This is an optimization exercise on Yosys and OpenROAD, whose aim is small area, a short achievable clock period and few clock cycles, not a production implementation.
At most, simulation tests tie the RTL to the original design; equivalence was not proved.
The RTL of run 1 was laid out without a check of its function.
Power figures rest on the tool's default switching activity, not on a simulated workload.

`flow/config.mk`:
```
export PLATFORM = sky130hd
export DESIGN_NAME = pcpi_systolic_mmul
export DESIGN_NICKNAME = pcpi_systolic_mmul
export VERILOG_FILES = /design/flow/design.v
export SDC_FILE = /design/flow/constraint.sdc
export NUM_CORES = 4
export LEC_CHECK = 0
export CAP_MARGIN = 20
export CORE_MARGIN = 2
export CORE_UTILIZATION = 40
export SLEW_MARGIN = 20
```
`flow/constraint.sdc`:
```
create_clock -name core_clock -period 14.0 [get_ports {clk}]
set_input_delay 2.8000 -clock core_clock [delete_from_list [all_inputs] [get_ports {clk}]]
set_output_delay 2.8000 -clock core_clock [all_outputs]
set_load 0.01 [all_outputs]
```
`flow/design.v`:
```
package pcpi_mmul_pkg;
  localparam logic [6:0] OPC_CUSTOM0 = 7'b0001011;
  localparam logic [2:0] F3_WRITE = 3'b000;
  localparam logic [2:0] F3_READ  = 3'b010;
  localparam logic [2:0] F3_RUN   = 3'b111;
  localparam logic [2:0] F3_CLEAR = 3'b101;
  localparam logic [7:0] REG_A      = 8'h00;
  localparam logic [7:0] REG_B      = 8'h40;
  localparam logic [7:0] REG_BIAS   = 8'h80;
  localparam logic [7:0] REG_THRESH = 8'hC0;
  typedef enum logic [1:0] {
    S_IDLE,
    S_RESP,
    S_RUN,
    S_DONE
  } state_t;
endpackage
module pcpi_mmul_pe (
  input  logic [16:0] a,
  input  logic [7:0] one,
  input  logic [7:0] two,
  input  logic [7:0] neg,
  output logic [32:0] s,
  output logic [32:0] c
);
  wire neg0 = neg[0];
  wire one0 = one[0];
  wire two0 = two[0];
  wire [17:0] pp0 = ({18{one0}} & {a[16], a} | {18{two0}} & {a, 1'b0}) ^ {18{neg0}};
  wire neg1 = neg[1];
  wire one1 = one[1];
  wire two1 = two[1];
  wire [17:0] pp1 = ({18{one1}} & {a[16], a} | {18{two1}} & {a, 1'b0}) ^ {18{neg1}};
  wire neg2 = neg[2];
  wire one2 = one[2];
  wire two2 = two[2];
  wire [17:0] pp2 = ({18{one2}} & {a[16], a} | {18{two2}} & {a, 1'b0}) ^ {18{neg2}};
  wire neg3 = neg[3];
  wire one3 = one[3];
  wire two3 = two[3];
  wire [17:0] pp3 = ({18{one3}} & {a[16], a} | {18{two3}} & {a, 1'b0}) ^ {18{neg3}};
  wire neg4 = neg[4];
  wire one4 = one[4];
  wire two4 = two[4];
  wire [17:0] pp4 = ({18{one4}} & {a[16], a} | {18{two4}} & {a, 1'b0}) ^ {18{neg4}};
  wire neg5 = neg[5];
  wire one5 = one[5];
  wire two5 = two[5];
  wire [17:0] pp5 = ({18{one5}} & {a[16], a} | {18{two5}} & {a, 1'b0}) ^ {18{neg5}};
  wire neg6 = neg[6];
  wire one6 = one[6];
  wire two6 = two[6];
  wire [17:0] pp6 = ({18{one6}} & {a[16], a} | {18{two6}} & {a, 1'b0}) ^ {18{neg6}};
  wire neg7 = neg[7];
  wire one7 = one[7];
  wire two7 = two[7];
  wire [17:0] pp7 = ({18{one7}} & {a[16], a} | {18{two7}} & {a, 1'b0}) ^ {18{neg7}};
  wire s1;
  wire c2;
  assign s1 = pp0[10] ^ pp1[8];
  assign c2 = pp0[10] & pp1[8];
  wire s3;
  wire c4;
  assign s3 = pp0[11] ^ pp1[9];
  assign c4 = pp0[11] & pp1[9];
  wire s5;
  wire c6;
  assign s5 = pp0[12] ^ pp1[10] ^ pp2[8];
  assign c6 = (pp0[12] & pp1[10]) | (pp0[12] & pp2[8]) | (pp1[10] & pp2[8]);
  wire s7;
  wire c8;
  assign s7 = pp3[6] ^ pp4[4];
  assign c8 = pp3[6] & pp4[4];
  wire s9;
  wire c10;
  assign s9 = pp0[13] ^ pp1[11] ^ pp2[9];
  assign c10 = (pp0[13] & pp1[11]) | (pp0[13] & pp2[9]) | (pp1[11] & pp2[9]);
  wire s11;
  wire c12;
  assign s11 = pp3[7] ^ pp4[5];
  assign c12 = pp3[7] & pp4[5];
  wire s13;
  wire c14;
  assign s13 = pp0[14] ^ pp1[12] ^ pp2[10];
  assign c14 = (pp0[14] & pp1[12]) | (pp0[14] & pp2[10]) | (pp1[12] & pp2[10]);
  wire s15;
  wire c16;
  assign s15 = pp3[8] ^ pp4[6] ^ pp5[4];
  assign c16 = (pp3[8] & pp4[6]) | (pp3[8] & pp5[4]) | (pp4[6] & pp5[4]);
  wire s17;
  wire c18;
  assign s17 = pp6[2] ^ pp7[0];
  assign c18 = pp6[2] & pp7[0];
  wire s19;
  wire c20;
  assign s19 = pp0[15] ^ pp1[13] ^ pp2[11];
  assign c20 = (pp0[15] & pp1[13]) | (pp0[15] & pp2[11]) | (pp1[13] & pp2[11]);
  wire s21;
  wire c22;
  assign s21 = pp3[9] ^ pp4[7] ^ pp5[5];
  assign c22 = (pp3[9] & pp4[7]) | (pp3[9] & pp5[5]) | (pp4[7] & pp5[5]);
  wire s23;
  wire c24;
  assign s23 = pp6[3] ^ pp7[1];
  assign c24 = pp6[3] & pp7[1];
  wire s25;
  wire c26;
  assign s25 = pp0[16] ^ pp1[14] ^ pp2[12];
  assign c26 = (pp0[16] & pp1[14]) | (pp0[16] & pp2[12]) | (pp1[14] & pp2[12]);
  wire s27;
  wire c28;
  assign s27 = pp3[10] ^ pp4[8] ^ pp5[6];
  assign c28 = (pp3[10] & pp4[8]) | (pp3[10] & pp5[6]) | (pp4[8] & pp5[6]);
  wire s29;
  wire c30;
  assign s29 = pp6[4] ^ pp7[2];
  assign c30 = pp6[4] & pp7[2];
  wire s31;
  wire c32;
  assign s31 = ~pp0[17] ^ pp1[15] ^ pp2[13];
  assign c32 = (~pp0[17] & pp1[15]) | (~pp0[17] & pp2[13]) | (pp1[15] & pp2[13]);
  wire s33;
  wire c34;
  assign s33 = pp3[11] ^ pp4[9] ^ pp5[7];
  assign c34 = (pp3[11] & pp4[9]) | (pp3[11] & pp5[7]) | (pp4[9] & pp5[7]);
  wire s35;
  wire c36;
  assign s35 = pp6[5] ^ pp7[3] ^ 1'b1;
  assign c36 = (pp6[5] & pp7[3]) | (pp6[5] & 1'b1) | (pp7[3] & 1'b1);
  wire s37;
  wire c38;
  assign s37 = pp1[16] ^ pp2[14] ^ pp3[12];
  assign c38 = (pp1[16] & pp2[14]) | (pp1[16] & pp3[12]) | (pp2[14] & pp3[12]);
  wire s39;
  wire c40;
  assign s39 = pp4[10] ^ pp5[8] ^ pp6[6];
  assign c40 = (pp4[10] & pp5[8]) | (pp4[10] & pp6[6]) | (pp5[8] & pp6[6]);
  wire s41;
  wire c42;
  assign s41 = pp7[4] ^ 1'b1;
  assign c42 = pp7[4] & 1'b1;
  wire s43;
  wire c44;
  assign s43 = ~pp1[17] ^ pp2[15] ^ pp3[13];
  assign c44 = (~pp1[17] & pp2[15]) | (~pp1[17] & pp3[13]) | (pp2[15] & pp3[13]);
  wire s45;
  wire c46;
  assign s45 = pp4[11] ^ pp5[9] ^ pp6[7];
  assign c46 = (pp4[11] & pp5[9]) | (pp4[11] & pp6[7]) | (pp5[9] & pp6[7]);
  wire s47;
  wire c48;
  assign s47 = pp2[16] ^ pp3[14] ^ pp4[12];
  assign c48 = (pp2[16] & pp3[14]) | (pp2[16] & pp4[12]) | (pp3[14] & pp4[12]);
  wire s49;
  wire c50;
  assign s49 = pp5[10] ^ pp6[8];
  assign c50 = pp5[10] & pp6[8];
  wire s51;
  wire c52;
  assign s51 = ~pp2[17] ^ pp3[15] ^ pp4[13];
  assign c52 = (~pp2[17] & pp3[15]) | (~pp2[17] & pp4[13]) | (pp3[15] & pp4[13]);
  wire s53;
  wire c54;
  assign s53 = pp3[16] ^ pp4[14];
  assign c54 = pp3[16] & pp4[14];
  wire s55;
  wire c56;
  assign s55 = pp0[6] ^ pp1[4];
  assign c56 = pp0[6] & pp1[4];
  wire s57;
  wire c58;
  assign s57 = pp0[7] ^ pp1[5];
  assign c58 = pp0[7] & pp1[5];
  wire s59;
  wire c60;
  assign s59 = pp0[8] ^ pp1[6] ^ pp2[4];
  assign c60 = (pp0[8] & pp1[6]) | (pp0[8] & pp2[4]) | (pp1[6] & pp2[4]);
  wire s61;
  wire c62;
  assign s61 = pp3[2] ^ pp4[0];
  assign c62 = pp3[2] & pp4[0];
  wire s63;
  wire c64;
  assign s63 = pp0[9] ^ pp1[7] ^ pp2[5];
  assign c64 = (pp0[9] & pp1[7]) | (pp0[9] & pp2[5]) | (pp1[7] & pp2[5]);
  wire s65;
  wire c66;
  assign s65 = pp3[3] ^ pp4[1];
  assign c66 = pp3[3] & pp4[1];
  wire s67;
  wire c68;
  assign s67 = s1 ^ pp2[6] ^ pp3[4];
  assign c68 = (s1 & pp2[6]) | (s1 & pp3[4]) | (pp2[6] & pp3[4]);
  wire s69;
  wire c70;
  assign s69 = pp4[2] ^ pp5[0] ^ neg5;
  assign c70 = (pp4[2] & pp5[0]) | (pp4[2] & neg5) | (pp5[0] & neg5);
  wire s71;
  wire c72;
  assign s71 = c2 ^ s3 ^ pp2[7];
  assign c72 = (c2 & s3) | (c2 & pp2[7]) | (s3 & pp2[7]);
  wire s73;
  wire c74;
  assign s73 = pp3[5] ^ pp4[3] ^ pp5[1];
  assign c74 = (pp3[5] & pp4[3]) | (pp3[5] & pp5[1]) | (pp4[3] & pp5[1]);
  wire s75;
  wire c76;
  assign s75 = c4 ^ s5 ^ s7;
  assign c76 = (c4 & s5) | (c4 & s7) | (s5 & s7);
  wire s77;
  wire c78;
  assign s77 = pp5[2] ^ pp6[0] ^ neg6;
  assign c78 = (pp5[2] & pp6[0]) | (pp5[2] & neg6) | (pp6[0] & neg6);
  wire s79;
  wire c80;
  assign s79 = c6 ^ c8 ^ s9;
  assign c80 = (c6 & c8) | (c6 & s9) | (c8 & s9);
  wire s81;
  wire c82;
  assign s81 = s11 ^ pp5[3] ^ pp6[1];
  assign c82 = (s11 & pp5[3]) | (s11 & pp6[1]) | (pp5[3] & pp6[1]);
  wire s83;
  wire c84;
  assign s83 = c10 ^ c12 ^ s13;
  assign c84 = (c10 & c12) | (c10 & s13) | (c12 & s13);
  wire s85;
  wire c86;
  assign s85 = s15 ^ s17 ^ neg7;
  assign c86 = (s15 & s17) | (s15 & neg7) | (s17 & neg7);
  wire s87;
  wire c88;
  assign s87 = c14 ^ c16 ^ c18;
  assign c88 = (c14 & c16) | (c14 & c18) | (c16 & c18);
  wire s89;
  wire c90;
  assign s89 = s19 ^ s21 ^ s23;
  assign c90 = (s19 & s21) | (s19 & s23) | (s21 & s23);
  wire s91;
  wire c92;
  assign s91 = c20 ^ c22 ^ c24;
  assign c92 = (c20 & c22) | (c20 & c24) | (c22 & c24);
  wire s93;
  wire c94;
  assign s93 = s25 ^ s27 ^ s29;
  assign c94 = (s25 & s27) | (s25 & s29) | (s27 & s29);
  wire s95;
  wire c96;
  assign s95 = c26 ^ c28 ^ c30;
  assign c96 = (c26 & c28) | (c26 & c30) | (c28 & c30);
  wire s97;
  wire c98;
  assign s97 = s31 ^ s33 ^ s35;
  assign c98 = (s31 & s33) | (s31 & s35) | (s33 & s35);
  wire s99;
  wire c100;
  assign s99 = c32 ^ c34 ^ c36;
  assign c100 = (c32 & c34) | (c32 & c36) | (c34 & c36);
  wire s101;
  wire c102;
  assign s101 = s37 ^ s39 ^ s41;
  assign c102 = (s37 & s39) | (s37 & s41) | (s39 & s41);
  wire s103;
  wire c104;
  assign s103 = c38 ^ c40 ^ c42;
  assign c104 = (c38 & c40) | (c38 & c42) | (c40 & c42);
  wire s105;
  wire c106;
  assign s105 = s43 ^ s45 ^ pp7[5];
  assign c106 = (s43 & s45) | (s43 & pp7[5]) | (s45 & pp7[5]);
  wire s107;
  wire c108;
  assign s107 = c44 ^ c46 ^ s47;
  assign c108 = (c44 & c46) | (c44 & s47) | (c46 & s47);
  wire s109;
  wire c110;
  assign s109 = s49 ^ pp7[6] ^ 1'b1;
  assign c110 = (s49 & pp7[6]) | (s49 & 1'b1) | (pp7[6] & 1'b1);
  wire s111;
  wire c112;
  assign s111 = c48 ^ c50 ^ s51;
  assign c112 = (c48 & c50) | (c48 & s51) | (c50 & s51);
  wire s113;
  wire c114;
  assign s113 = pp5[11] ^ pp6[9] ^ pp7[7];
  assign c114 = (pp5[11] & pp6[9]) | (pp5[11] & pp7[7]) | (pp6[9] & pp7[7]);
  wire s115;
  wire c116;
  assign s115 = c52 ^ s53 ^ pp5[12];
  assign c116 = (c52 & s53) | (c52 & pp5[12]) | (s53 & pp5[12]);
  wire s117;
  wire c118;
  assign s117 = pp6[10] ^ pp7[8] ^ 1'b1;
  assign c118 = (pp6[10] & pp7[8]) | (pp6[10] & 1'b1) | (pp7[8] & 1'b1);
  wire s119;
  wire c120;
  assign s119 = c54 ^ ~pp3[17] ^ pp4[15];
  assign c120 = (c54 & ~pp3[17]) | (c54 & pp4[15]) | (~pp3[17] & pp4[15]);
  wire s121;
  wire c122;
  assign s121 = pp5[13] ^ pp6[11] ^ pp7[9];
  assign c122 = (pp5[13] & pp6[11]) | (pp5[13] & pp7[9]) | (pp6[11] & pp7[9]);
  wire s123;
  wire c124;
  assign s123 = pp4[16] ^ pp5[14] ^ pp6[12];
  assign c124 = (pp4[16] & pp5[14]) | (pp4[16] & pp6[12]) | (pp5[14] & pp6[12]);
  wire s125;
  wire c126;
  assign s125 = pp7[10] ^ 1'b1;
  assign c126 = pp7[10] & 1'b1;
  wire s127;
  wire c128;
  assign s127 = ~pp4[17] ^ pp5[15] ^ pp6[13];
  assign c128 = (~pp4[17] & pp5[15]) | (~pp4[17] & pp6[13]) | (pp5[15] & pp6[13]);
  wire s129;
  wire c130;
  assign s129 = pp5[16] ^ pp6[14];
  assign c130 = pp5[16] & pp6[14];
  wire s131;
  wire c132;
  assign s131 = pp0[4] ^ pp1[2];
  assign c132 = pp0[4] & pp1[2];
  wire s133;
  wire c134;
  assign s133 = pp0[5] ^ pp1[3];
  assign c134 = pp0[5] & pp1[3];
  wire s135;
  wire c136;
  assign s135 = s55 ^ pp2[2] ^ pp3[0];
  assign c136 = (s55 & pp2[2]) | (s55 & pp3[0]) | (pp2[2] & pp3[0]);
  wire s137;
  wire c138;
  assign s137 = c56 ^ s57 ^ pp2[3];
  assign c138 = (c56 & s57) | (c56 & pp2[3]) | (s57 & pp2[3]);
  wire s139;
  wire c140;
  assign s139 = c58 ^ s59 ^ s61;
  assign c140 = (c58 & s59) | (c58 & s61) | (s59 & s61);
  wire s141;
  wire c142;
  assign s141 = c60 ^ c62 ^ s63;
  assign c142 = (c60 & c62) | (c60 & s63) | (c62 & s63);
  wire s143;
  wire c144;
  assign s143 = c64 ^ c66 ^ s67;
  assign c144 = (c64 & c66) | (c64 & s67) | (c66 & s67);
  wire s145;
  wire c146;
  assign s145 = c68 ^ c70 ^ s71;
  assign c146 = (c68 & c70) | (c68 & s71) | (c70 & s71);
  wire s147;
  wire c148;
  assign s147 = c72 ^ c74 ^ s75;
  assign c148 = (c72 & c74) | (c72 & s75) | (c74 & s75);
  wire s149;
  wire c150;
  assign s149 = c76 ^ c78 ^ s79;
  assign c150 = (c76 & c78) | (c76 & s79) | (c78 & s79);
  wire s151;
  wire c152;
  assign s151 = c80 ^ c82 ^ s83;
  assign c152 = (c80 & c82) | (c80 & s83) | (c82 & s83);
  wire s153;
  wire c154;
  assign s153 = c84 ^ c86 ^ s87;
  assign c154 = (c84 & c86) | (c84 & s87) | (c86 & s87);
  wire s155;
  wire c156;
  assign s155 = c88 ^ c90 ^ s91;
  assign c156 = (c88 & c90) | (c88 & s91) | (c90 & s91);
  wire s157;
  wire c158;
  assign s157 = c92 ^ c94 ^ s95;
  assign c158 = (c92 & c94) | (c92 & s95) | (c94 & s95);
  wire s159;
  wire c160;
  assign s159 = c96 ^ c98 ^ s99;
  assign c160 = (c96 & c98) | (c96 & s99) | (c98 & s99);
  wire s161;
  wire c162;
  assign s161 = c100 ^ c102 ^ s103;
  assign c162 = (c100 & c102) | (c100 & s103) | (c102 & s103);
  wire s163;
  wire c164;
  assign s163 = c104 ^ c106 ^ s107;
  assign c164 = (c104 & c106) | (c104 & s107) | (c106 & s107);
  wire s165;
  wire c166;
  assign s165 = c108 ^ c110 ^ s111;
  assign c166 = (c108 & c110) | (c108 & s111) | (c110 & s111);
  wire s167;
  wire c168;
  assign s167 = c112 ^ c114 ^ s115;
  assign c168 = (c112 & c114) | (c112 & s115) | (c114 & s115);
  wire s169;
  wire c170;
  assign s169 = c116 ^ c118 ^ s119;
  assign c170 = (c116 & c118) | (c116 & s119) | (c118 & s119);
  wire s171;
  wire c172;
  assign s171 = c120 ^ c122 ^ s123;
  assign c172 = (c120 & c122) | (c120 & s123) | (c122 & s123);
  wire s173;
  wire c174;
  assign s173 = c124 ^ c126 ^ s127;
  assign c174 = (c124 & c126) | (c124 & s127) | (c126 & s127);
  wire s175;
  wire c176;
  assign s175 = c128 ^ s129 ^ pp7[12];
  assign c176 = (c128 & s129) | (c128 & pp7[12]) | (s129 & pp7[12]);
  wire s177;
  wire c178;
  assign s177 = c130 ^ ~pp5[17] ^ pp6[15];
  assign c178 = (c130 & ~pp5[17]) | (c130 & pp6[15]) | (~pp5[17] & pp6[15]);
  wire s179;
  wire c180;
  assign s179 = pp6[16] ^ pp7[14];
  assign c180 = pp6[16] & pp7[14];
  wire s181;
  wire c182;
  assign s181 = pp0[2] ^ pp1[0];
  assign c182 = pp0[2] & pp1[0];
  wire s183;
  wire c184;
  assign s183 = pp0[3] ^ pp1[1];
  assign c184 = pp0[3] & pp1[1];
  wire s185;
  wire c186;
  assign s185 = s131 ^ pp2[0] ^ neg2;
  assign c186 = (s131 & pp2[0]) | (s131 & neg2) | (pp2[0] & neg2);
  wire s187;
  wire c188;
  assign s187 = c132 ^ s133 ^ pp2[1];
  assign c188 = (c132 & s133) | (c132 & pp2[1]) | (s133 & pp2[1]);
  wire s189;
  wire c190;
  assign s189 = c134 ^ s135 ^ neg3;
  assign c190 = (c134 & s135) | (c134 & neg3) | (s135 & neg3);
  wire s191;
  wire c192;
  assign s191 = c136 ^ s137 ^ pp3[1];
  assign c192 = (c136 & s137) | (c136 & pp3[1]) | (s137 & pp3[1]);
  wire s193;
  wire c194;
  assign s193 = c138 ^ s139 ^ neg4;
  assign c194 = (c138 & s139) | (c138 & neg4) | (s139 & neg4);
  wire s195;
  wire c196;
  assign s195 = c140 ^ s141 ^ s65;
  assign c196 = (c140 & s141) | (c140 & s65) | (s141 & s65);
  wire s197;
  wire c198;
  assign s197 = c142 ^ s143 ^ s69;
  assign c198 = (c142 & s143) | (c142 & s69) | (s143 & s69);
  wire s199;
  wire c200;
  assign s199 = c144 ^ s145 ^ s73;
  assign c200 = (c144 & s145) | (c144 & s73) | (s145 & s73);
  wire s201;
  wire c202;
  assign s201 = c146 ^ s147 ^ s77;
  assign c202 = (c146 & s147) | (c146 & s77) | (s147 & s77);
  wire s203;
  wire c204;
  assign s203 = c148 ^ s149 ^ s81;
  assign c204 = (c148 & s149) | (c148 & s81) | (s149 & s81);
  wire s205;
  wire c206;
  assign s205 = c150 ^ s151 ^ s85;
  assign c206 = (c150 & s151) | (c150 & s85) | (s151 & s85);
  wire s207;
  wire c208;
  assign s207 = c152 ^ s153 ^ s89;
  assign c208 = (c152 & s153) | (c152 & s89) | (s153 & s89);
  wire s209;
  wire c210;
  assign s209 = c154 ^ s155 ^ s93;
  assign c210 = (c154 & s155) | (c154 & s93) | (s155 & s93);
  wire s211;
  wire c212;
  assign s211 = c156 ^ s157 ^ s97;
  assign c212 = (c156 & s157) | (c156 & s97) | (s157 & s97);
  wire s213;
  wire c214;
  assign s213 = c158 ^ s159 ^ s101;
  assign c214 = (c158 & s159) | (c158 & s101) | (s159 & s101);
  wire s215;
  wire c216;
  assign s215 = c160 ^ s161 ^ s105;
  assign c216 = (c160 & s161) | (c160 & s105) | (s161 & s105);
  wire s217;
  wire c218;
  assign s217 = c162 ^ s163 ^ s109;
  assign c218 = (c162 & s163) | (c162 & s109) | (s163 & s109);
  wire s219;
  wire c220;
  assign s219 = c164 ^ s165 ^ s113;
  assign c220 = (c164 & s165) | (c164 & s113) | (s165 & s113);
  wire s221;
  wire c222;
  assign s221 = c166 ^ s167 ^ s117;
  assign c222 = (c166 & s167) | (c166 & s117) | (s167 & s117);
  wire s223;
  wire c224;
  assign s223 = c168 ^ s169 ^ s121;
  assign c224 = (c168 & s169) | (c168 & s121) | (s169 & s121);
  wire s225;
  wire c226;
  assign s225 = c170 ^ s171 ^ s125;
  assign c226 = (c170 & s171) | (c170 & s125) | (s171 & s125);
  wire s227;
  wire c228;
  assign s227 = c172 ^ s173 ^ pp7[11];
  assign c228 = (c172 & s173) | (c172 & pp7[11]) | (s173 & pp7[11]);
  wire s229;
  wire c230;
  assign s229 = c174 ^ s175 ^ 1'b1;
  assign c230 = (c174 & s175) | (c174 & 1'b1) | (s175 & 1'b1);
  wire s231;
  wire c232;
  assign s231 = c176 ^ s177 ^ pp7[13];
  assign c232 = (c176 & s177) | (c176 & pp7[13]) | (s177 & pp7[13]);
  wire s233;
  wire c234;
  assign s233 = c178 ^ s179 ^ 1'b1;
  assign c234 = (c178 & s179) | (c178 & 1'b1) | (s179 & 1'b1);
  wire s235;
  wire c236;
  assign s235 = c180 ^ ~pp6[17] ^ pp7[15];
  assign c236 = (c180 & ~pp6[17]) | (c180 & pp7[15]) | (~pp6[17] & pp7[15]);
  wire s237;
  wire c238;
  assign s237 = pp7[16] ^ 1'b1;
  assign c238 = pp7[16] & 1'b1;
  assign s = {1'b1, c238, c236, c234, c232, c230, c228, c226, c224, c222, c220, c218, c216, c214, c212, c210, c208, c206, c204, c202, c200, c198, c196, c194, c192, c190, c188, c186, c184, c182, s181, pp0[1], pp0[0]};
  assign c = {1'b0, ~pp7[17], s237, s235, s233, s231, s229, s227, s225, s223, s221, s219, s217, s215, s213, s211, s209, s207, s205, s203, s201, s199, s197, s195, s193, s191, s189, s187, s185, s183, neg1, 1'b0, neg0};
endmodule
module pcpi_systolic_mmul #(
  parameter int N    = 3,
  parameter int DW   = 16,
  parameter int ACCW = 2*DW+$clog2(N)+1
) (
  input  logic        clk,
  input  logic        resetn,
  input  logic        pcpi_valid,
  input  logic [31:0] pcpi_insn,
  input  logic [31:0] pcpi_rs1,
  input  logic [31:0] pcpi_rs2,
  output logic        pcpi_wr,
  output logic [31:0] pcpi_rd,
  output logic        pcpi_wait,
  output logic        pcpi_ready
);
  localparam int NN = 9;
  localparam int PW = 33;
  logic [15:0]   a_m    [NN];
  logic [15:0]   b_m    [NN];
  logic [15:0]   bias_m [NN];
  logic [15:0]   thresh;
  logic [PW-1:0] cp     [NN];
  logic [PW-1:0] c_m    [NN];    
  logic          c_zero;         
  function automatic logic [31:0] sat32(input logic [PW-1:0] v);
    if (v[32] != v[31]) sat32 = v[32] ? 32'h8000_0000 : 32'h7fff_ffff;
    else                sat32 = v[31:0];
  endfunction
  logic [2:0] f3;
  logic       is_op, blocked;
  logic       f_write, f_read, f_run, f_clear, accept;
  assign f3      = pcpi_insn[14:12];
  assign is_op   = pcpi_valid && (pcpi_insn[6:0] == pcpi_mmul_pkg::OPC_CUSTOM0) && !blocked;
  assign f_write = is_op && (f3 == pcpi_mmul_pkg::F3_WRITE);
  assign f_read  = is_op && (f3 == pcpi_mmul_pkg::F3_READ);
  assign f_run   = is_op && (f3 == pcpi_mmul_pkg::F3_RUN);
  assign f_clear = is_op && (f3 == pcpi_mmul_pkg::F3_CLEAR);
  assign accept  = f_write || f_read || f_run || f_clear;
  logic [7:0] idx;
  logic [8:0] idx_oh;      
  logic       hi_zero, w_ok;
  assign idx     = pcpi_rs1[7:0];
  assign hi_zero = (pcpi_rs1[31:8] == '0);
  always_comb
    for (int k = 0; k < NN; k++) idx_oh[k] = (idx[3:0] == 4'(k));
  assign w_ok    = hi_zero && (((idx[7:6] != 2'b11) && (idx[5:4] == 2'b00) && (|idx_oh))
                               || (idx == pcpi_mmul_pkg::REG_THRESH));
  logic [PW-1:0] rd_raw;
  logic [31:0]   rd_val;
  always_comb begin
    rd_raw = '0;
    for (int k = 0; k < NN; k++)
      rd_raw = rd_raw | (c_m[k] & {PW{idx_oh[k]}});
    rd_val = sat32(rd_raw);
    if (idx[7:4] != 4'd0 || c_zero) rd_val = '0;
  end
  logic          rst_q;        
  logic          w_pend;       
  logic [1:0]    w_mat;        
  logic [8:0]    w_oh;         
  logic [15:0]   w_data;
  logic [15:0] w_old;
  logic [16:0] delta;
  always_comb begin
    w_old = '0;
    for (int k = 0; k < NN; k++)
      w_old = w_old | ({16{w_oh[k]}} & ((w_mat == 2'd0) ? a_m[k] :
                                        (w_mat == 2'd1) ? b_m[k] : bias_m[k]));
    delta = {w_data[15], w_data} - {w_old[15], w_old};
  end
  logic [2:0] w_r, w_c;
  assign w_r = {|w_oh[8:6], |w_oh[5:3], |w_oh[2:0]};
  assign w_c = {w_oh[8] | w_oh[5] | w_oh[2], w_oh[7] | w_oh[4] | w_oh[1], w_oh[6] | w_oh[3] | w_oh[0]};
  logic [8:0] oh0, tgt0;
  always_comb begin
    if (w_mat == 2'd0) begin
      oh0  = {2'b00, w_c[2], 2'b00, w_c[1], 2'b00, w_c[0]};
      tgt0 = {2'b00, w_r[2], 2'b00, w_r[1], 2'b00, w_r[0]};
    end else begin
      oh0  = {6'd0, w_r};
      tgt0 = (w_mat == 2'd1) ? {6'd0, w_c} : w_oh;
    end
  end
  logic       nx_isa;          
  logic [1:0] nx_cnt;          
  logic [8:0] nx_oh, nx_tgt;
  logic       ld0;
  logic [8:0] op_oh;
  logic       op_isa;
  assign ld0    = w_pend && (w_mat != 2'd3);
  assign op_oh  = ld0 ? oh0 : nx_oh;
  assign op_isa = ld0 ? (w_mat == 2'd0) : nx_isa;
  logic [15:0] op_val;
  always_comb begin
    op_val = '0;
    for (int k = 0; k < NN; k++)
      op_val = op_val | ({16{op_oh[k]}} & (op_isa ? b_m[k] : a_m[k]));
    if (ld0 && w_mat == 2'd2) op_val = 16'd1;
  end
  logic [7:0] b_one, b_two, b_neg;
  always_comb begin
    for (int i = 0; i < 8; i++) begin
      logic [2:0] d;
      d = {op_val[2*i+1], op_val[2*i], (i == 0) ? 1'b0 : op_val[(i == 0) ? 0 : 2*i-1]};
      b_neg[i] = d[2] & ~(d[1] & d[0]);
      b_one[i] = d[1] ^ d[0];
      b_two[i] = (d == 3'b011) || (d == 3'b100);
    end
  end
  logic        s1_act;
  logic [16:0] s1_delta;
  logic [7:0]  s1_one, s1_two, s1_neg;
  logic [8:0]  s1_tgt;
  logic [PW-1:0] pp_s, pp_c;
  pcpi_mmul_pe u_mul (
    .a   (s1_delta),
    .one (s1_one),
    .two (s1_two),
    .neg (s1_neg),
    .s   (pp_s),
    .c   (pp_c)
  );
  logic [8:0]    s2_tgt;       
  logic [PW-1:0] s2_s, s2_c;
  logic [PW-1:0] cp_sel, cp_sum;
  always_comb begin
    cp_sel = '0;
    for (int k = 0; k < NN; k++)
      cp_sel = cp_sel | (cp[k] & {PW{s2_tgt[k]}});
    cp_sum = cp_sel + s2_s + s2_c;
  end
  function automatic logic ge16(input logic [15:0] x, input logic [15:0] y);
    logic [15:0] g, q;
    logic [7:0]  g1, q1;
    logic [3:0]  g2, q2;
    logic [1:0]  g3, q3;
    g = x & ~y;
    q = x | ~y;
    for (int i = 0; i < 8; i++) begin
      g1[i] = g[2*i+1] | (q[2*i+1] & g[2*i]);
      q1[i] = q[2*i+1] & q[2*i];
    end
    for (int i = 0; i < 4; i++) begin
      g2[i] = g1[2*i+1] | (q1[2*i+1] & g1[2*i]);
      q2[i] = q1[2*i+1] & q1[2*i];
    end
    for (int i = 0; i < 2; i++) begin
      g3[i] = g2[2*i+1] | (q2[2*i+1] & g2[2*i]);
      q3[i] = q2[2*i+1] & q2[2*i];
    end
    ge16 = g3[1] | (q3[1] & (g3[0] | q3[0]));
  endfunction
  function automatic logic ge_t(input logic [PW-1:0] v, input logic [15:0] t);
    if (v[32:15] == '0 || v[32:15] == '1)
      ge_t = ge16({~v[15], v[14:0]}, {~t[15], t[14:0]});
    else
      ge_t = ~v[32];
  endfunction
  logic [8:0] mask;
  always_comb
    for (int k = 0; k < NN; k++) mask[k] = ge_t(cp[k], thresh);
  logic run_pend, busy, answer;
  assign busy   = w_pend || s1_act || (s2_tgt != '0);
  assign answer = run_pend && !busy;
  always_ff @(posedge clk) begin
    pcpi_wr <= f3[1];
    pcpi_rd <= f3[0] ? {23'd0, mask} : rd_val;
    w_data  <= resetn ? pcpi_rs2[15:0] : 16'd0;
    w_mat   <= idx[7:6];
    w_oh    <= idx_oh;
    if (!resetn) begin
      rst_q      <= 1'b1;
      blocked    <= 1'b0;
      pcpi_ready <= 1'b0;
      pcpi_wait  <= 1'b0;
      run_pend   <= 1'b0;
      w_pend     <= 1'b0;
    end else begin
      rst_q      <= 1'b0;
      pcpi_ready <= f_write || f_read || f_clear || answer;
      if (!pcpi_valid) blocked <= 1'b0;
      if (accept) blocked <= 1'b1;
      w_pend <= f_write && w_ok;
      if (f_run) begin
        run_pend  <= 1'b1;
        pcpi_wait <= 1'b1;
      end
      if (answer) begin
        run_pend  <= 1'b0;
        pcpi_wait <= 1'b0;
      end
    end
  end
  always_ff @(posedge clk) begin
    if (!resetn || f_clear) c_zero <= 1'b1;
    else if (answer)        c_zero <= 1'b0;
    for (int k = 0; k < NN; k++)
      if (answer) c_m[k] <= cp[k];
  end
  always_ff @(posedge clk) begin
    for (int k = 0; k < NN; k++) begin
      if (rst_q || (w_pend && w_mat == 2'd0 && w_oh[k])) a_m[k]    <= w_data;
      if (rst_q || (w_pend && w_mat == 2'd1 && w_oh[k])) b_m[k]    <= w_data;
      if (rst_q || (w_pend && w_mat == 2'd2 && w_oh[k])) bias_m[k] <= w_data;
    end
    if (rst_q || (w_pend && w_mat == 2'd3)) thresh <= w_data;
  end
  always_ff @(posedge clk) begin
    if (!resetn) begin
      s1_act <= 1'b0;
      nx_cnt <= '0;
    end else if (ld0) begin
      s1_act   <= 1'b1;
      s1_delta <= delta;
      s1_tgt   <= tgt0;
      nx_cnt   <= (w_mat == 2'd2) ? 2'd0 : 2'd2;
      nx_isa   <= (w_mat == 2'd0);
      nx_oh    <= (w_mat == 2'd0) ? (oh0 << 1) : (oh0 << 3);
      nx_tgt   <= (w_mat == 2'd0) ? (tgt0 << 1) : (tgt0 << 3);
    end else if (nx_cnt != 2'd0) begin
      s1_act <= 1'b1;
      s1_tgt <= nx_tgt;
      nx_cnt <= nx_cnt - 2'd1;
      nx_oh  <= nx_isa ? (nx_oh << 1) : (nx_oh << 3);
      nx_tgt <= nx_isa ? (nx_tgt << 1) : (nx_tgt << 3);
    end else begin
      s1_act <= 1'b0;
    end
    s1_one <= b_one;
    s1_two <= b_two;
    s1_neg <= b_neg;
  end
  always_ff @(posedge clk) begin
    if (!resetn) begin
      s2_tgt <= '0;
      s2_s   <= '0;
      s2_c   <= '0;
    end else begin
      s2_tgt <= s1_act ? s1_tgt : 9'd0;
      s2_s   <= pp_s;
      s2_c   <= pp_c;
    end
    for (int k = 0; k < NN; k++)
      if (rst_q || s2_tgt[k]) cp[k] <= cp_sum;
  end
endmodule
```
`flow/flow/run.sh`:
```
#!/bin/bash
set -euo pipefail
export SETUP_SLACK_MARGIN=9.6
bash standard.sh > standard.log 2>&1
```
`flow/standard.sh`:
```
#!/bin/bash
# synth_recipe.tcl (not shown) runs the flow's synth.tcl, then flattens the netlist and writes it again
# the make line also repeats each setting of config.mk as NAME=value (left out here)
make -C /OpenROAD-flow-scripts/flow DESIGN_CONFIG=/design/flow/config.mk WORK_HOME=/design/flow/orfs CLKGATE_MAP_FILE= SYNTH_SCRIPT=/design/flow/synth_recipe.tcl "${@:-finish}"
```
==> results of run 1 <==
[final timing paths]
path	depth (start not counted)	to	start	slack, ns
setup / recovery	17	cp[5][29]$_DFFE_PP_	s2_tgt[4]$_SDFF_PN0_	9.54
hold / removal	2	blocked$_SDFFE_PN0P_	blocked$_SDFFE_PN0P_	0.46
setup reg to reg	17	cp[5][29]$_DFFE_PP_	s2_tgt[4]$_SDFF_PN0_	9.54
hold reg to reg	2	blocked$_SDFFE_PN0P_	blocked$_SDFFE_PN0P_	0.46
[per-stage QoR]
stage          std cells  power [mW]  area [um2]  worst slack [ns]
3_3_place_gp        6279        11.1       61200              6.73
3_5_place_dp        6280        11.2       61300              6.66
6_report            6619        15.4       67900              9.54
4_1_cts             6575        15.0       67000              9.42
2_1_floorplan       4476        9.18       58300              8.44
5_1_grt             6617        16.2       67900              9.36
[report_power, final]
part           internal (mW)  switching (mW)
logic                   2.08            3.24
registers               5.55           0.922
clock network           2.04            1.57
[timing repair]
action | CTS | global route
pin swaps | 32 | 56
buffers inserted | 33 | 36
gates cloned | 9 | 6
resized for setup | 204 | 101
setup endpoints to repair | 282 | 175
[per-layer routing]
metal	up-vias	GRT usage [%]	wire length, um
li1	17400	-	-
met1	20400	36.0	78200
met2	2670	39.1	86300
met3	481	6.93	25000
met4	4	9.93	8690
met5	-	0	21
[registers in the layout (all words and copies together), names as in the netlist, 2 cells and up]
name      count
a_m         144
s1_neg        8
s1_tgt        9
s1_delta     17
b_m         144
w_oh          9
c_m         297
s1_one        8
cp          297
s2_c         31
thresh       16
s2_tgt        9
nx_oh         8
nx_cnt        2
w_mat         2
s2_s         33
pcpi_rd      32
s1_two        8
nx_tgt        8
bias_m      144
w_data       16
[cell usage in the layout, fill, tap and decap left out, types with 66 or more instances in the layout]
| master | count |
|---|---|
| a21oi_1 | 169 |
| a221oi_1 | 73 |
| a22o_1 | 70 |
| a22oi_1 | 283 |
| and2_1 | 71 |
| buf_4 | 135 |
| clkbuf_16 | 141 |
| dfxtp_1 | 149 |
| edfxtp_1 | 1085 |
| fa_1 | 118 |
| ha_1 | 78 |
| inv_1 | 176 |
| mux2i_1 | 215 |
| nand2_1 | 351 |
| nand3_1 | 66 |
| nor2_1 | 135 |
| o21ai_0 | 222 |
| xnor2_1 | 118 |
[synth_stat cells, drive strengths merged, types with 43 or more instances]
cell,n,area share [%]
nand3,77,0.66
ha,87,1.9
a22o,70,1.1
inv,182,1.2
a21o,43,0.56
clkbuf,257,1.7
mux2i,215,3.7
and2,74,0.80
a22oi,283,3.7
xor2,60,0.90
nand4,50,0.54
nor4,63,0.68
xnor2,128,1.9
nand2,357,2.3
o22ai,43,0.46
fa,122,4.2
dfxtp,166,5.7
a222oi,60,1.0
nor2,138,0.89
o21ai,231,2.0
edfxtp,1085,56
a221oi,81,1.2
a21oi,183,1.6
[cell type report]
cell class | instances | area (um2)
fillers | 12600 | 75900
diodes | 2 | 5.00
clock inverters | 70 | 825
multi-input cells | 2743 | 21400
flip-flops and latches | 1251 | 35900
repair buffers | 281 | 2960
well taps | 1903 | 2380
inverters | 186 | 714
clock buffers | 183 | 3730
[cell families after synthesis]
logic type,count (synthesis),share of synthesized area (%)
AO/OA/AOI/OAI,1147,13.8
XOR/XNOR,188,2.83
adder cells (fa/ha/maj),239,6.59
buffers and inverters,484,3.18
flip-flops,1251,61.8
multiplexers,225,3.90
AND/OR/NAND/NOR,942,7.95
[worst register-to-register path: stages, from the launching register on]
cell and delay, ns:
dfxtp_1 0.33, buf_6 0.44, a22oi_1 0.15, nand3_1 0.16, a221oi_4 0.07, fa_1 0.54, inv_2 0.06, fa_2 0.41
nand3_1 0.15, a21oi_2 0.08, o21a_2 0.25, a2111oi_4 0.41, o211ai_1 0.20, a31oi_4 0.28, o31ai_4 0.10, buf_4 0.17
o311ai_4 0.38, buf_6 0.20
==> reports/qor.txt, run 1 <==
Min Tclk post-route = 4.46 ns
CTS Hold Bufs = 0
Clock sink count = 1251
Final period utilization = 31.8%
Hold Slack = 0.457 ns
Critical Path Max Stage Delay = 0.54 ns
Num CTS Buffers = 137
Depth of the CTS H-tree = 4
Clock skew = 0.0495 ns
Vias/cell = 6.19
Core Box Area = 144000 um2
CP Launch Type = register
Post-synth EDFFs = 1085
Cells along the critical path = buf_6 > a22oi_1 > nand3_1 > a221oi_4 > fa_1 > inv_2 > fa_2 > nand3_1 > a21oi_2 > o21a_2 > a2111oi_4 > o211ai_1 > a31oi_4 > o31ai_4 > buf_4 > o311ai_4 > buf_6
Final setup viols = 0
P&R area growth vs syn = 16.9%
Yosys warns = 6
TritonRoute pass-1 iters = 10
Worst-path clk slew = 0.06 ns
GRT Total Usage = 26.0%
Max transition margin = 19.2%
CTS tree = built
Worst-path fanout max = 35
Final GP Congestion = 0.957
Netlist cell types = 75
Setup TNS = 0 ns
Post-route ant nets = 0
Final Slew Violations = 0
Kind of critical path = reg2reg
Worst slew pin tran = 1.20 ns
First-pass GRT wire length = 278000 um
PD cells = 227 nW/um2
Final cell utilization of the core = 47.2%
Max IR drop VDD = 0.197 mV
Antenna violations before repair = 10
GRT overflow = 0
Highest achievable clock rate = 224 MHz
Vias = 40.9k
Post-DP HPWL = 119000 um
Async SR Flop Fraction = 0%
Clk root buf = clkbuf_16
1st-iter DRT viols = 6488
Top delay family on crit path = compound AO/OA/AOI/OAI gates
Die Width = 385 um
Max Cap Viol = 0
# rows = 139
Die footprint = 148000 um2
CTS max path bufs = 3
# IOs = 134
Cell Area, Synth = 58100 um2
RSZ-0062 raised after global routing = yes
Mapped Avg Cell Area = 13.0 um2
Final Hold Vio Count = 0
Avg WL per Cell = 29.9 um
CP bufs+invs = 4
Vias in the first global route = 39.2k
Slowest stage cell, crit path = fa_1
Synth Instances = 4476
Share of post-route cells with drive strength above 1 = 12.3%
Chip height = 385 um
Worst EP arrival = 5.11 ns
#FFs+latches synth = 1251
HP Class = reg2reg
Starting Density = 40.4%
CP required = 14.66 ns
Post-synth top flop = edfxtp_1
Clk latency of the worst-skew pair = 0.80 ns
Post-synthesis sequential area ratio = 61.8%
Port bufs = 95
Nets@finish = 4908
# DRC = 0
Status = timing/DRC/antenna clean
Net Count, Synth = 4784
Leak Pwr = 24.6 nW
CP endpoint kind = register
Largest net degree at the start of global routing = 92
Total Wirelength = 198000 um
==> run 2: changes to the inputs <==
--- a/flow/design.v
+++ b/flow/design.v
@@ -557,12 +557,7 @@
   logic [15:0]   bias_m [NN];
   logic [15:0]   thresh;
   logic [PW-1:0] cp     [NN];
-  logic [PW-1:0] c_m    [NN];    
-  logic          c_zero;         
-  function automatic logic [31:0] sat32(input logic [PW-1:0] v);
-    if (v[32] != v[31]) sat32 = v[32] ? 32'h8000_0000 : 32'h7fff_ffff;
-    else                sat32 = v[31:0];
-  endfunction
+  logic [31:0]   c_m    [NN];
   logic [2:0] f3;
   logic       is_op, blocked;
   logic       f_write, f_read, f_run, f_clear, accept;
@@ -582,14 +577,12 @@
     for (int k = 0; k < NN; k++) idx_oh[k] = (idx[3:0] == 4'(k));
   assign w_ok    = hi_zero && (((idx[7:6] != 2'b11) && (idx[5:4] == 2'b00) && (|idx_oh))
                                || (idx == pcpi_mmul_pkg::REG_THRESH));
-  logic [PW-1:0] rd_raw;
-  logic [31:0]   rd_val;
+  logic [31:0] rd_val;
   always_comb begin
-    rd_raw = '0;
+    rd_val = '0;
     for (int k = 0; k < NN; k++)
-      rd_raw = rd_raw | (c_m[k] & {PW{idx_oh[k]}});
-    rd_val = sat32(rd_raw);
-    if (idx[7:4] != 4'd0 || c_zero) rd_val = '0;
+      rd_val = rd_val | (c_m[k] & {32{idx_oh[k]}});
+    if (idx[7:4] != 4'd0) rd_val = '0;
   end
   logic          rst_q;        
   logic          w_pend;       
@@ -693,6 +686,10 @@
     else
       ge_t = ~v[32];
   endfunction
+  function automatic logic [31:0] sat32(input logic [PW-1:0] v);
+    if (v[32] != v[31]) sat32 = v[32] ? 32'h8000_0000 : 32'h7fff_ffff;
+    else                sat32 = v[31:0];
+  endfunction
   logic [8:0] mask;
   always_comb
     for (int k = 0; k < NN; k++) mask[k] = ge_t(cp[k], thresh);
@@ -729,10 +726,9 @@
     end
   end
   always_ff @(posedge clk) begin
-    if (!resetn || f_clear) c_zero <= 1'b1;
-    else if (answer)        c_zero <= 1'b0;
     for (int k = 0; k < NN; k++)
-      if (answer) c_m[k] <= cp[k];
+      if (!resetn || f_clear || answer)
+        c_m[k] <= (resetn && answer) ? sat32(cp[k]) : 32'd0;
   end
   always_ff @(posedge clk) begin
     for (int k = 0; k < NN; k++) begin
==> flow/run.sh (new file) <==
#!/bin/bash
# synth_recipe.tcl (not shown) runs the flow's synth.tcl, then flattens the netlist and writes it again
# the make line also repeats each setting of config.mk as NAME=value (left out here)
make -C /OpenROAD-flow-scripts/flow DESIGN_CONFIG=/design/flow/config.mk WORK_HOME=/design/flow/orfs CLKGATE_MAP_FILE= SYNTH_SCRIPT=/design/flow/synth_recipe.tcl finish
removed: flow/flow/run.sh
removed: flow/standard.sh
==> run 2 against run 1 <==
Area after synthesis rose by 7.6%. Combinational power rose by 7.7%. Clock skew rose by 0.018 ns. Routed wire length rose by 13%. Sequential cell count fell by 10. Critical path type unchanged. Highest routed layer unchanged.
==> reports/qor.txt, run 2 <==
Kind of critical path = reg2reg
Worst EP arrival = 6.51 ns (+1.40 ns)
Chip height = 399 um (+3.7%)
R2R Setup Slk = 7.96 ns (-1.58 ns)
Cell Area, Synth = 62600 um2 (+7.6%)
Leak Pwr = 26.0 nW (+5.5%)
Vias/cell = 6.24 (+0.80%)
Max IR drop VDD = 0.156 mV (-21%)
Most instantiated cells after synthesis = 1076 x edfxtp_1, 694 x nor2_1, 331 x nand2_1, 320 x clkbuf_1, 251 x o21ai_0
Yosys warns = 6 (unchanged)
Worst-path fanout max = 59 (+69%)
Largest net degree at the start of global routing = 101 (+9.8%)
Placed Cells incl. Taps = 7256 (+16%)
# rows = 145 (+4.3%)
Max transition margin = 15.9% (-3.3 points)
CTS max path bufs = 3 (unchanged)
# DRC = 0 (unchanged)
Post-DP HPWL = 143000 um (+20%)
FILL cells = 14.2k (+13%)
R2R depth = 15 (-2)
Min Tclk post-route = 6.04 ns (+1.58 ns)
Max Cap Viol = 0 (unchanged)
P&R area growth vs syn = 12.4%
Post-route ant nets = 0 (unchanged)
Hold Path Sink = blocked$_SDFFE_PN0P_
Logic pwr share = 36.1% (+1.6 points)
Post-synthesis sequential area ratio = 56.9% (-4.9 points)
Async SR Flop Fraction = 0% (unchanged)
Biggest register = cp
Hold wc startpoint = blocked$_SDFFE_PN0P_
RSZ-0062 raised after global routing = no
Clock share of power = 23.4% (about the same)
Clk latency of the worst-skew pair = 0.79 ns (about the same)
Die Width = 399 um (+3.7%)
CP Launch Type = register
Starting Density = 40.1% (-0.26 points)
CP required = 14.48 ns (-0.18 ns)
Synth area leaders = edfxtp_1 52%, dfxtp_1 5.3%, nor2_1 4.2%
Post-synth top area cell = edfxtp_1
Status = timing/DRC/antenna clean
GRT Total Usage = 27.6% (+1.6 points)
Port bufs = 95 (unchanged)
Layout Cells excl Fill = 7516 (+14%)
Antenna violations before repair = 11 (+1)
CP endpoint kind = register
Vias = 46.9k (+14%)
Post-CTS Setup Bufs = 0 (-100%)
Final Slew Violations = 0 (unchanged)
Reg-to-reg startpoint = w_mat[0]$_DFF_P_
Share of post-route cells with drive strength above 1 = 7.95% (-4.4 points)
Worst slew pin tran = 1.25 ns (+0.0449 ns)
Netlist cell types = 83 (+11%)
Clock skew = 0.0678 ns (+0.0184 ns)
CTS Hold Bufs = 0 (unchanged)
Seq pwr share = 40.5% (-1.5 points)
CTS tree = built
Highest achievable clock rate = 166 MHz (-26%)
Die footprint = 160000 um2 (+7.6%)
Post-synth EDFFs = 1076 (-0.83%)
PD cells = 226 nW/um2 (-0.37%)
HP Class = reg2reg
Sw Ratio = 40.0% (+2.8 points)
Mapped Avg Cell Area = 11.6 um2 (-10%)
Avg WL per Cell = 29.8 um (-0.52%)
Cell depth of the worst min-delay path = 2 (unchanged)
Final GP Congestion = 0.995 (+4.0%)
Clock sink count = 1241 (-0.80%)
Synth Instances = 5374 (+20%)
1st-iter DRT viols = 7324 (+13%)
Post-CTS Resized = 0 (-100%)
Largest register FFs = 297
Vias in the first global route = 44.9k (+15%)
First-pass GRT wire length = 318000 um (+14%)
# IOs = 134 (unchanged)
Most common cell after layout, fill and taps aside = edfxtp_1
Nets@finish = 5684 (+16%)
Final setup viols = 0 (unchanged)
GRT overflow = 0 (unchanged)
Final worst setup slack = 7.96 ns (-1.58 ns)
Final period utilization = 43.1% (+11 points)
Post-placement setup slack = 7.23 ns (+0.575 ns)
Top-area cell type share of the netlist area = 51.6% (-4.4 points)
Worst-path clk slew = 0.06 ns (about the same)
Net Count, Synth = 5718 (+20%)
Num CTS Buffers = 139 (+1.5%)
Post-synth top flop = edfxtp_1
Depth of the CTS H-tree = 4 (unchanged)
Total Wirelength = 224000 um (+13%)
Final Hold Vio Count = 0 (unchanged)
Net Sw Power = 6.36 mW (+11%)
TritonRoute pass-1 iters = 7 (-3)
Core Box Area = 156000 um2 (+8.4%)
Most frequent cells in the layout = 1076 x edfxtp_1, 690 x nor2_1, 331 x nand2_1
#FFs+latches synth = 1241 (-0.80%)
Largest regs = cp x297, c_m x288
Clk root buf = clkbuf_16
Internal power = 9.52 mW (-1.5%)
Critical R2R Capture = s1_delta[14]$_DFFE_PP_
Most common cell in the netlist = edfxtp_1
run 2: cell count changes after synthesis, moves of 29 or more:
cell,previous run,this run
ha_1,87,123
o22ai_1,43,72
a21oi_1,182,138
clkbuf_1,257,320
inv_1,178,208
a22oi_1,283,239
a221oi_1,81,128
buf_2,12,46
nor3_1,41,71
nor2_1,138,694
a211oi_1,12,41
a31oi_1,16,57
nor4_1,63,22
run 2: final cells by class:
| type | count | area, um2 | area share [%] |
|---|---|---|---|
| multi-input combinational | 3519 | 24700 | 35.1 |
| clock buffer | 180 | 3750 | 5.34 |
| timing repair buffer | 220 | 1900 | 2.71 |
| sequential | 1241 | 35600 | 50.7 |
| inverter | 219 | 822 | 1.17 |
| tap | 2058 | 2570 | 3.66 |
| clock inverter | 78 | 917 | 1.30 |
| antenna | 1 | 2.50 | 0.00356 |
run 2: cell families after synthesis:
| kind of cell | count (synthesis) | synth area share, % |
|---|---|---|
| multiplexers | 254 | 4.20 |
| flip-flops | 1241 | 56.9 |
| adder cells (fa/ha/maj) | 262 | 6.64 |
| XOR/XNOR | 184 | 2.58 |
| buffers and inverters | 614 | 3.82 |
| AND/OR/NAND/NOR | 1485 | 10.6 |
| AO/OA/AOI/OAI | 1334 | 15.2 |
run 2: routing by layer:
metal	track usage (%)	up-vias	routed length (um)
li1	-	20000	-
met1	37.5	23000	86600
met2	42.0	3207	98100
met3	6.00	590	27300
met4	12.8	10	11700
met5	0	-	55
run 2: metrics by stage:
| stage | total power, mW | setup TNS (ns) | util (%) | instance area (um2) | hold slack (ns) |
|---|---|---|---|---|---|
| 2_1_floorplan | 9.70 | -1117.00 | - | 62600 | 0.443 |
| 3_3_place_gp | 11.9 | 0 | 42.1 | 65600 | 0.459 |
| 3_5_place_dp | 12.0 | 0 | 42.1 | 65600 | 0.462 |
| 4_1_cts | 15.7 | 0 | 45.1 | 70300 | 0.471 |
| 5_1_grt | 16.7 | 0 | 45.1 | 70300 | 0.498 |
| 6_report | 15.9 | 0 | 45.1 | 70300 | 0.470 |
run 2: worst max-delay path, stage by stage, from the launching register on:
cell      delay (ns)
dfxtp_4         0.77
buf_4           0.84
buf_4           0.72
mux2i_1         0.24
o21ai_0         0.13
a22oi_1         0.31
nand3_1         0.12
a211oi_1        0.72
ha_1            0.39
nor2_1          0.12
a21oi_1         0.06
o21ai_0         0.19
o22ai_1         0.21
or4_1           0.43
a31oi_1         0.29
xnor2_1         0.11
run 2: how the worst max path moves through the flow:
| stage | startpoint | end | slack [ns] | depth (start not counted) |
|---|---|---|---|---|
| after floorplan | pcpi_insn[5] | c_m[0][0]$_SDFFCE_PN0P_ | -3.88 | 5 |
| after global placement | pcpi_insn[12] | c_m[3][28]$_SDFFCE_PN0P_ | 7.30 | 5 |
| after detailed placement | pcpi_insn[12] | c_m[3][28]$_SDFFCE_PN0P_ | 7.23 | 5 |
| after CTS | pcpi_insn[12] | c_m[3][24]$_SDFFCE_PN0P_ | 8.08 | 5 |
| after global routing | w_mat[0]$_DFF_P_ | s1_delta[14]$_DFFE_PP_ | 7.79 | 15 |
| final | w_mat[0]$_DFF_P_ | s1_delta[14]$_DFFE_PP_ | 7.96 | 15 |
run 2: power by group through the flow:
| stage | sequential (mW) | combinational, mW | clock [mW] |
|---|---|---|---|
| 2_1_floorplan | 5.92 | 3.78 | 0 |
| 3_3_place_gp | 6.41 | 5.53 | 0 |
| 3_5_place_dp | 6.42 | 5.62 | 0 |
| 4_1_cts | 6.35 | 5.64 | 3.75 |
| 5_1_grt | 6.47 | 6.32 | 3.89 |
| 6_report | 6.43 | 5.73 | 3.72 |
Testbench counts of run 2, summed over its fixed seeds: cycles 19,035.

[port drivers added, routing unchanged]
How much do the figures lean on ideal ports? The routed layouts below were timed once more, with nothing changed but the port constraints. Step 1 assumes that a clkbuf_16 drives the clock port and a buf_2 every other input. Step 2 times the ports against the registers' clock, not the clock port: input delays grow and output delays shrink by t, the midpoint of the rising clock arrivals with the driver on. a / b / c = ideal ports / drivers / drivers and shift; a / b = the first two.
run	t (ns)	slack for setup (ns)	worst hold slack (ns)	clock arrival spread, ns	cell pins on the clock port's net
run 1	0.846	9.544 / 9.544 / 8.784	0.457 / 0.457 / 0.457	0.054 / 0.054	1
run 2	0.845	7.965 / 7.965 / 7.611	0.470 / 0.470 / 0.470	0.082 / 0.082	1
After both steps every run listed still meets setup and hold. For run 1, which loses most, drivers alone change the setup slack by 0.000 ns; drivers and shift together by -0.760 ns.
